This is an optimization exercise on Yosys and OpenROAD, whose aim is small area, a short achievable clock period and few clock cycles per item, not a production implementation. At most, simulation tests tie the RTL to the original design; equivalence was not proved.

// dct8_stream
module dct8_stream #(
    parameter int IN_W        = 8,
    parameter int OUT_W       = 14,
    parameter int LEVEL_SHIFT = 0
) (
    input  logic                    clk,
    input  logic                    rst,
    input  logic                    en,
    input  logic                    in_valid,
    output logic                    in_ready,
    input  logic [IN_W-1:0]         x0,
    input  logic [IN_W-1:0]         x1,
    input  logic [IN_W-1:0]         x2,
    input  logic [IN_W-1:0]         x3,
    input  logic [IN_W-1:0]         x4,
    input  logic [IN_W-1:0]         x5,
    input  logic [IN_W-1:0]         x6,
    input  logic [IN_W-1:0]         x7,
    output logic                    out_valid,
    input  logic                    out_ready,
    output logic signed [OUT_W-1:0] y0,
    output logic signed [OUT_W-1:0] y1,
    output logic signed [OUT_W-1:0] y2,
    output logic signed [OUT_W-1:0] y3,
    output logic signed [OUT_W-1:0] y4,
    output logic signed [OUT_W-1:0] y5,
    output logic signed [OUT_W-1:0] y6,
    output logic signed [OUT_W-1:0] y7
);
    logic sv;             
    logic v2;             
  ...
Size in the first run: ~2900 cells after synthesis, ~270 flip-flops, about 180 I/O pins, roughly 0.035 mm^2 of cells after synthesis.
Settings: LEC_CHECK=0, CAP_MARGIN=20, CORE_MARGIN=2, CORE_UTILIZATION=45, SLEW_MARGIN=20, SYNTH_HIERARCHICAL=1; clock period 12.0 ns.
standard.sh (not shown) runs the stock make flow with config.mk's settings and CLKGATE_MAP_FILE= SYNTH_SCRIPT=/design/flow/synth_recipe.tcl, a recipe that flattens the netlist after the stock synthesis.
==> flow/flow/run.sh <==
#!/bin/bash
# Standard ORFS layout, with repair_timing aiming below the clock period and
# plain buffers on the ports.
set -euo pipefail
bash standard.sh SETUP_SLACK_MARGIN=7.4 "BUFFER_PORTS_ARGS=-buffer_cell sky130_fd_sc_hd__buf_2" finish > standard_flow.log 2>&1
Testbench counts at the start, summed over its fixed seeds: cycles 1,040, items 1,024.
Edit:
--- a/flow/config.mk
+++ b/flow/config.mk
@@ -8,5 +8,6 @@
 export CAP_MARGIN = 20
 export CORE_MARGIN = 2
-export CORE_UTILIZATION = 45
+export CORE_UTILIZATION = 50
 export SLEW_MARGIN = 20
 export SYNTH_HIERARCHICAL = 1
+export TNS_END_PERCENT = 30
After rerunning: Clock skew goes down by 0.014 ns. Count of clock-buffer cells in the layout goes up by 4. Sequential cell count is unchanged. Core utilization goes up by 6.3 points. Setup slack is worse by 0.22 ns. Routed wire length goes up by about 2.4%. Hold slack is worse by 0.011 ns. Synthesized area is unchanged. Via count goes up by 0.80%.
Edit:
==> flow/flow/run.sh (replaced) <==
#!/bin/bash
# Standard ORFS layout, with repair_timing aiming below the clock period and
# plain buffers on the ports.
set -euo pipefail
bash standard.sh SETUP_SLACK_MARGIN=7.5 "BUFFER_PORTS_ARGS=-buffer_cell sky130_fd_sc_hd__buf_2" finish > standard_flow.log 2>&1
--- a/flow/config.mk
+++ b/flow/config.mk
@@ -11,3 +11,2 @@
 export SLEW_MARGIN = 20
 export SYNTH_HIERARCHICAL = 1
-export TNS_END_PERCENT = 30
What happened: First-iteration DRC count fell by 8.1%. Maximum frequency increases by 3.7%. Final cell count came out higher by 1.0%. Wire length came out lower by 0.93%.
Edit:
==> flow/flow/run.sh (replaced) <==
#!/bin/bash
# Standard ORFS layout, with repair_timing aiming below the clock period and
# plain buffers on the ports.
set -euo pipefail
bash standard.sh SETUP_SLACK_MARGIN=7.4 "BUFFER_PORTS_ARGS=-buffer_cell sky130_fd_sc_hd__buf_2" finish > standard_flow.log 2>&1
--- a/flow/config.mk
+++ b/flow/config.mk
@@ -6,4 +6,5 @@
 export NUM_CORES = 4
 export LEC_CHECK = 0
+export ABC_AREA = 1
 export CAP_MARGIN = 20
 export CORE_MARGIN = 2
Effect:
- The changed run finished with timing, DRC and antenna clean
- cell area decreases by a few percent
- die area climbs by a few percent
- routed wire length drops slightly
- non-clock buffer count came out lower by 145
- clock-buffer cell count falls by 8
- hold slack loses 0.020 ns
- worst setup slack is better by 0.21 ns
- register-to-register slack is better by 0.21 ns
- via count rises by a little under a tenth
Edit:
==> flow/flow/run.sh (replaced) <==
#!/bin/bash
# Standard ORFS layout, with repair_timing aiming below the clock period and
# plain buffers on the ports.
set -euo pipefail
bash standard.sh SETUP_SLACK_MARGIN=7.6 "BUFFER_PORTS_ARGS=-buffer_cell sky130_fd_sc_hd__buf_2" finish > standard_flow.log 2>&1
The new run completed with no timing, DRC or antenna violations.
Area after synthesis is unchanged.
Utilization rose by 1.7 points.
Final cell count rises by 1.5%.
Sequential share of layout area went down by 0.53 points.
Final area climbs by about 3%.
Die area is unchanged.
Fmax falls by 0.48%.
Register-to-register slack gets worse by 0.02 ns.

* * *

== run E ==
dct8_stream, a different RTL version from the one above (not shown whole).
Size in the first run: roughly 3,000 cells after synthesis, about 180 I/O pins, roughly 35,000 um2 of cells after synthesis.
Settings: LEC_CHECK=0, CAP_MARGIN=20, CORE_MARGIN=2, CORE_UTILIZATION=50, SLEW_MARGIN=20, SYNTH_HIERARCHICAL=1; clock period 12.0 ns.
==> flow/flow/run.sh <==
#!/bin/bash
# Standard ORFS layout, with repair_timing aiming below the clock period.
set -euo pipefail
bash standard.sh SETUP_SLACK_MARGIN=${MARGIN:-6.5} finish > standard_flow.log 2>&1
Run E went all the way through the flow, and no timing, DRC or antenna check failed.
Testbench counts of run E, summed over its fixed seeds: cycles 1,040, items 1,024.
Setup changes, run E to run G
# run E
export LEC_CHECK = 0
export CAP_MARGIN = 20
export CORE_MARGIN = 2
export CORE_UTILIZATION = 50
export SLEW_MARGIN = 20
export SYNTH_HIERARCHICAL = 1
create_clock -name core_clock -period 12.0 [get_ports {clk}]
# run G
export LEC_CHECK = 0
export CAP_MARGIN = 20
export CORE_MARGIN = 2
export CORE_UTILIZATION = 50
export SETUP_SLACK_MARGIN = 5
export SLEW_MARGIN = 20
export SYNTH_HIERARCHICAL = 1
create_clock -name core_clock -period 12.0 [get_ports {clk}]
==> flow/run.sh (new file) <==
#!/bin/bash
# synth_recipe.tcl (not shown) runs the flow's synth.tcl, then flattens the netlist and writes it again
# the make line also repeats each setting of config.mk as NAME=value (left out here)
make -C /OpenROAD-flow-scripts/flow DESIGN_CONFIG=/design/flow/config.mk WORK_HOME=/design/flow/orfs CLKGATE_MAP_FILE= SYNTH_SCRIPT=/design/flow/synth_recipe.tcl finish
removed: flow/flow/run.sh
removed: flow/standard.sh
--- outcome ---
- Total stage count of the critical path ended up 2 lower on run G than on run E.
- Taking run E as the reference, in run G final area saw a decrease, final antenna diode count moved down.
- Total CTS buffers for run G is higher than for run E.
- Placed standard-cell area essentially unchanged between run G and run E.
- From run E to run G the numbers moved as follows: average wire per cell in the routed design fell by about 2%; sequential share of cell area rose by 0.52 points.

* * *

dct8_stream, a different RTL version from the one above (not shown whole).
Size in the first run: about 270 flip-flops, roughly 180 I/O pins, ~36000 um^2 of cells after synthesis.
clock: 12.0 ns
lec_check: 0
abc_area: 1
cap_margin: 20
core_margin: 2
core_utilization: 50
gpl_routability_driven: 0
slew_margin: 20
synth_hierarchical: 1
==> flow/flow/run.sh <==
#!/bin/bash
# Standard ORFS layout, with repair_timing aiming below the clock period and
# plain buffers on the ports.
set -euo pipefail
bash standard.sh SETUP_SLACK_MARGIN=7.6 "BUFFER_PORTS_ARGS=-buffer_cell sky130_fd_sc_hd__buf_2" finish > standard_flow.log 2>&1
The starting point completed without violations.
Testbench counts at the start, summed over its fixed seeds: cycles 1,040, items 1,024.
Change:
==> flow/flow/run.sh (replaced) <==
#!/bin/bash
# Standard ORFS layout, with repair_timing aiming below the clock period and
# plain buffers on the ports.
set -euo pipefail
bash standard.sh SETUP_SLACK_MARGIN=7.8 "BUFFER_PORTS_ARGS=-buffer_cell sky130_fd_sc_hd__buf_2" finish > standard_flow.log 2>&1
GPL_ROUTABILITY_DRIVEN = unset   (was 0)
=> The changed run ran to the end with no violations. Register-to-register slack stays flat. Clock skew is lower by 0.014 ns. Final area goes up by a little under a tenth. Utilization came out higher by 4.3 points. Count of clock-buffer cells in the layout goes down by 4.

* * *

== before ==
Another version of the RTL of dct8_stream (not shown whole).
Size: roughly 240 flip-flops, about 180 I/O pins, about 0.034 mm² of cells after synthesis.
// dct8_stream
module dct8_stream #(
    parameter int IN_W        = 8,
    parameter int OUT_W       = 14,
    parameter int LEVEL_SHIFT = 0
) (
    input  logic                    clk,
    input  logic                    rst,
    input  logic                    en,
    input  logic                    in_valid,
    output logic                    in_ready,
    input  logic [IN_W-1:0]         x0,
    input  logic [IN_W-1:0]         x1,
    input  logic [IN_W-1:0]         x2,
    input  logic [IN_W-1:0]         x3,
    input  logic [IN_W-1:0]         x4,
    input  logic [IN_W-1:0]         x5,
    input  logic [IN_W-1:0]         x6,
    input  logic [IN_W-1:0]         x7,
    output logic                    out_valid,
    input  logic                    out_ready,
    output logic signed [OUT_W-1:0] y0,
    output logic signed [OUT_W-1:0] y1,
    output logic signed [OUT_W-1:0] y2,
    output logic signed [OUT_W-1:0] y3,
    output logic signed [OUT_W-1:0] y4,
    output logic signed [OUT_W-1:0] y5,
    output logic signed [OUT_W-1:0] y6,
    output logic signed [OUT_W-1:0] y7
);
==> flow/config.mk <==
export PLATFORM = sky130hd
export DESIGN_NAME = dct8_stream
export DESIGN_NICKNAME = dct8_stream
export VERILOG_FILES = /design/flow/design.v
export SDC_FILE = /design/flow/constraint.sdc
export NUM_CORES = 4
export LEC_CHECK = 0
export CAP_MARGIN = 20
export CORE_MARGIN = 2
export CORE_UTILIZATION = 50
export SLEW_MARGIN = 20
export SYNTH_HIERARCHICAL = 1
==> flow/constraint.sdc <==
create_clock -name core_clock -period 12.0 [get_ports {clk}]
set_input_delay 2.4000 -clock core_clock [delete_from_list [all_inputs] [get_ports {clk}]]
set_output_delay 2.4000 -clock core_clock [all_outputs]
set_load 0.01 [all_outputs]
==> flow/flow/run.sh <==
#!/bin/bash
# Standard ORFS layout, with repair_timing aiming below the clock period.
set -euo pipefail
bash standard.sh SETUP_SLACK_MARGIN=${MARGIN:-7.6} finish > standard_flow.log 2>&1
Both conditions hold for before: the flow ran to the end and the final layout passed the timing, DRC and antenna checks.
Testbench counts of before, summed over its fixed seeds: cycles 1,040, items 1,024.
Inputs modified between before and after:
==> flow/flow/run.sh <==
#!/bin/bash
# Standard ORFS layout, with repair_timing aiming below the clock period.
set -euo pipefail
bash standard.sh SETUP_SLACK_MARGIN=${MARGIN:-7} finish > standard_flow.log 2>&1
Results
~same worst hold slack in after and before. Diff before -> after: detailed placer's ending HPWL decreased 1.9%. after ends up with a top achievable clock speed that is about 2.5% lower than in before. Compare after and before | routed wire length lower: after. Per the comparison of after with before, final non-filler cell area shows a reduction of about 5.6%; critical path depth shows an increase of 2. Sequential cell area essentially unchanged between before and after.

* * *

RTL: one of the versions met above, not the one the previous note started from.
For scale: about 3600 cells after synthesis, roughly 180 I/O pins.
==> flow/config.mk <==
export PLATFORM = sky130hd
export DESIGN_NAME = dct8_stream
export DESIGN_NICKNAME = dct8_stream
export VERILOG_FILES = /design/flow/design.v
export SDC_FILE = /design/flow/constraint.sdc
export NUM_CORES = 4
export LEC_CHECK = 0
export ABC_AREA = 1
export CAP_MARGIN = 20
export CORE_MARGIN = 2
export CORE_UTILIZATION = 55
export SLEW_MARGIN = 20
export SYNTH_HIERARCHICAL = 1
==> flow/constraint.sdc <==
create_clock -name core_clock -period 12.0 [get_ports {clk}]
set_input_delay 2.4000 -clock core_clock [delete_from_list [all_inputs] [get_ports {clk}]]
set_output_delay 2.4000 -clock core_clock [all_outputs]
set_load 0.01 [all_outputs]
==> flow/flow/run.sh <==
#!/bin/bash
# Standard ORFS layout, with repair_timing aiming below the clock period and
# plain buffers on the ports.
set -euo pipefail
bash standard.sh SETUP_SLACK_MARGIN=7.6 "BUFFER_PORTS_ARGS=-buffer_cell sky130_fd_sc_hd__buf_2" finish > standard_flow.log 2>&1
Testbench counts at the start, summed over its fixed seeds: cycles 1,040, items 1,024.
==> next run, changes <==
==> flow/flow/run.sh (replaced) <==
#!/bin/bash
# Standard ORFS layout, with repair_timing aiming below the clock period and
# plain buffers on the ports.
set -euo pipefail
bash standard.sh SETUP_SLACK_MARGIN=7.7 "BUFFER_PORTS_ARGS=-buffer_cell sky130_fd_sc_hd__buf_2" finish > standard_flow.log 2>&1
CORE_UTILIZATION = 50   (was 55)
Result: The changed run passed the timing, DRC and antenna checks. Die area is higher by 9.8%. Hold slack hardly moves. Clock-buffer cell count is lower by 8. Setup slack improved by 0.044 ns. Routed wire length stays flat. Synthesized cell count stays the same. Global-route usage is lower by 3.6 points. Final area is higher by 4.7%. Critical path depth is higher by 8.

* * *

alpha:
dct8_stream, a different RTL version from the one above (not shown whole).
Size in the first run: ~2,900 cells after synthesis, ~240 flip-flops, roughly 34,000 sq um of cells after synthesis.
Settings: LEC_CHECK=0, CAP_MARGIN=20, CORE_MARGIN=2, CORE_UTILIZATION=50, SLEW_MARGIN=20, SYNTH_HIERARCHICAL=1; clock period 12.0 ns.
==> flow/flow/run.sh <==
#!/bin/bash
# Standard ORFS layout, with repair_timing aiming below the clock period and
# plain buffers on the ports.
set -euo pipefail
bash standard.sh SETUP_SLACK_MARGIN=7 "BUFFER_PORTS_ARGS=-buffer_cell sky130_fd_sc_hd__buf_2" finish > standard_flow.log 2>&1
### alpha -> beta
==> flow/flow/run.sh <==
#!/bin/bash
# Standard ORFS layout, with repair_timing aiming below the clock period and
# plain buffers on the ports.
set -euo pipefail
bash standard.sh SETUP_SLACK_MARGIN=7.5 "BUFFER_PORTS_ARGS=-buffer_cell sky130_fd_sc_hd__buf_2" finish > standard_flow.log 2>&1
[summary]
- Global routing usage on met1 (lower): alpha
- Summary of beta over alpha: clock-pin transition on the worst setup and hold timing paths now sits at about the same level.
- Comparing alpha against beta, there is no change at all in height of the die.
- Summary of beta over alpha: share of the final layout cell area in multi-input gates decreased 1.2 points, detailed-route wire length on metal 1 roughly the same.
- Status: worst slack on hold paths parity (alpha, beta)
- The number of cells traversed by the worst register-to-register path in beta sits 2 below the value recorded for alpha.
No functional check of the RTL was part of any run of this note.

* * *

Another version of the RTL of dct8_stream (not shown whole).
Size: roughly 2800 cells after synthesis.
## dct8_stream
module dct8_stream #(
    parameter int IN_W        = 8,
    parameter int OUT_W       = 14,
    parameter int LEVEL_SHIFT = 0
) (
    input  logic                    clk,
    input  logic                    rst,
    input  logic                    en,
    input  logic                    in_valid,
    output logic                    in_ready,
    input  logic [IN_W-1:0]         x0,
    input  logic [IN_W-1:0]         x1,
    input  logic [IN_W-1:0]         x2,
    input  logic [IN_W-1:0]         x3,
    input  logic [IN_W-1:0]         x4,
    input  logic [IN_W-1:0]         x5,
    input  logic [IN_W-1:0]         x6,
    input  logic [IN_W-1:0]         x7,
    output logic                    out_valid,
    input  logic                    out_ready,
    output logic signed [OUT_W-1:0] y0,
    output logic signed [OUT_W-1:0] y1,
    output logic signed [OUT_W-1:0] y2,
    output logic signed [OUT_W-1:0] y3,
    output logic signed [OUT_W-1:0] y4,
    output logic signed [OUT_W-1:0] y5,
    output logic signed [OUT_W-1:0] y6,
    output logic signed [OUT_W-1:0] y7
);
    logic sv;             
    logic v2;             
  ...
clock: 12.0 ns
lec_check: 0
cap_margin: 20
core_margin: 2
core_utilization: 50
slew_margin: 20
synth_hierarchical: 1
==> flow/flow/run.sh <==
#!/bin/bash
# Standard ORFS layout, with repair_timing aiming below the clock period and
# plain buffers on the ports.
set -euo pipefail
bash standard.sh SETUP_SLACK_MARGIN=7.7 "BUFFER_PORTS_ARGS=-buffer_cell sky130_fd_sc_hd__buf_2" finish > standard_flow.log 2>&1
The baseline passed the timing, DRC and antenna checks.
Change:
==> flow/flow/run.sh (replaced) <==
#!/bin/bash
# Standard ORFS layout, with repair_timing aiming below the clock period and
# plain buffers on the ports.
set -euo pipefail
bash standard.sh SETUP_SLACK_MARGIN=7.4 "BUFFER_PORTS_ARGS=-buffer_cell sky130_fd_sc_hd__buf_2" finish > standard_flow.log 2>&1
Die area stays the same.
Via count came out lower by a few percent.
Critical path depth goes down by 1.
Hold slack got worse by 0.010 ns.
No run of this note included a check of the RTL's function; only the layout flow was run.

==> port drivers added, routing unchanged <==
The results above use ideal ports. As a check the final layouts listed here were re-extracted and re-timed, cells and wires unchanged. Step 1 (the two cells are an assumption about what drives the block):
set clk [get_ports {clk}]
set_driving_cell -lib_cell sky130_fd_sc_hd__clkbuf_16 $clk
set_driving_cell -lib_cell sky130_fd_sc_hd__buf_2 [delete_from_list [all_inputs] $clk]
Step 2 times the ports against the registers' clock, not the clock port: input delays grow and output delays shrink by t, the midpoint of the rising clock arrivals with the driver on. Slacks: ideal ports / drivers / drivers and shift; pairs: ideal ports / drivers.
run | t, ns | setup slack, ns | hold slack, ns | worst setup path at the end | worst slew at a driven data input, ns
the first run of note 1 | 0.627 | 7.391 / 7.391 / 6.970 | 0.504 / 0.504 / 0.504 | input to register | 0.05
the second run of note 1 | 0.627 | 7.169 / 7.169 / 6.905 | 0.493 / 0.493 / 0.493 | input to register | 0.06
the third run of note 1 | 0.629 | 7.342 / 7.342 / 6.989 | 0.499 / 0.499 / 0.499 | input to register | 0.05
the fourth run of note 1 | 0.626 | 7.552 / 7.547 / 7.253 | 0.478 / 0.478 / 0.478 | input to register | 0.05
the fifth run of note 1 | 0.635 | 7.531 / 7.531 / 7.262 | 0.488 / 0.488 / 0.488 | input to register | 0.05
run E | 0.628 | 6.488 / 6.488 / 6.488 | 0.492 / 0.492 / 0.492 | register to register | 0.06
run G | 0.630 | 5.921 / 5.921 / 5.921 | 0.493 / 0.493 / 0.493 | register to register | 0.07
the first run of note 3 | 0.622 | 7.683 / 7.623 / 7.167 | 0.481 / 0.481 / 0.481 | input to register | 0.05
the second run of note 3 | 0.627 | 7.700 / 7.687 / 7.333 | 0.488 / 0.488 / 0.488 | input to register | 0.05
before | 0.639 | 7.106 / 7.047 / 7.095 | 0.491 / 0.491 / 0.491 | input to register | 0.07
after | 0.673 | 6.981 / 6.922 / 7.031 | 0.494 / 0.494 / 0.494 | input to register | 0.05
the first run of note 5 | 0.619 | 7.601 / 7.538 / 7.192 | 0.485 / 0.485 / 0.485 | input to register | 0.04
the second run of note 5 | 0.639 | 7.645 / 7.645 / 7.273 | 0.482 / 0.482 / 0.482 | input to register | 0.05
alpha | 0.657 | 7.088 / 7.088 / 7.088 | 0.496 / 0.496 / 0.496 | register to register | 0.05
beta | 0.652 | 7.161 / 7.161 / 7.161 | 0.497 / 0.497 / 0.497 | register to register | 0.04
the first run of note 7 | 0.629 | 7.035 / 7.035 / 7.030 | 0.508 / 0.508 / 0.508 | input to register | 0.07
the second run of note 7 | 0.618 | 7.062 / 7.062 / 6.915 | 0.498 / 0.498 / 0.498 | input to register | 0.05
After both steps every run listed still meets setup and hold. The setup slack of the first run of note 3, which loses most, moves by -0.060 ns with the drivers and by -0.516 ns with both steps.
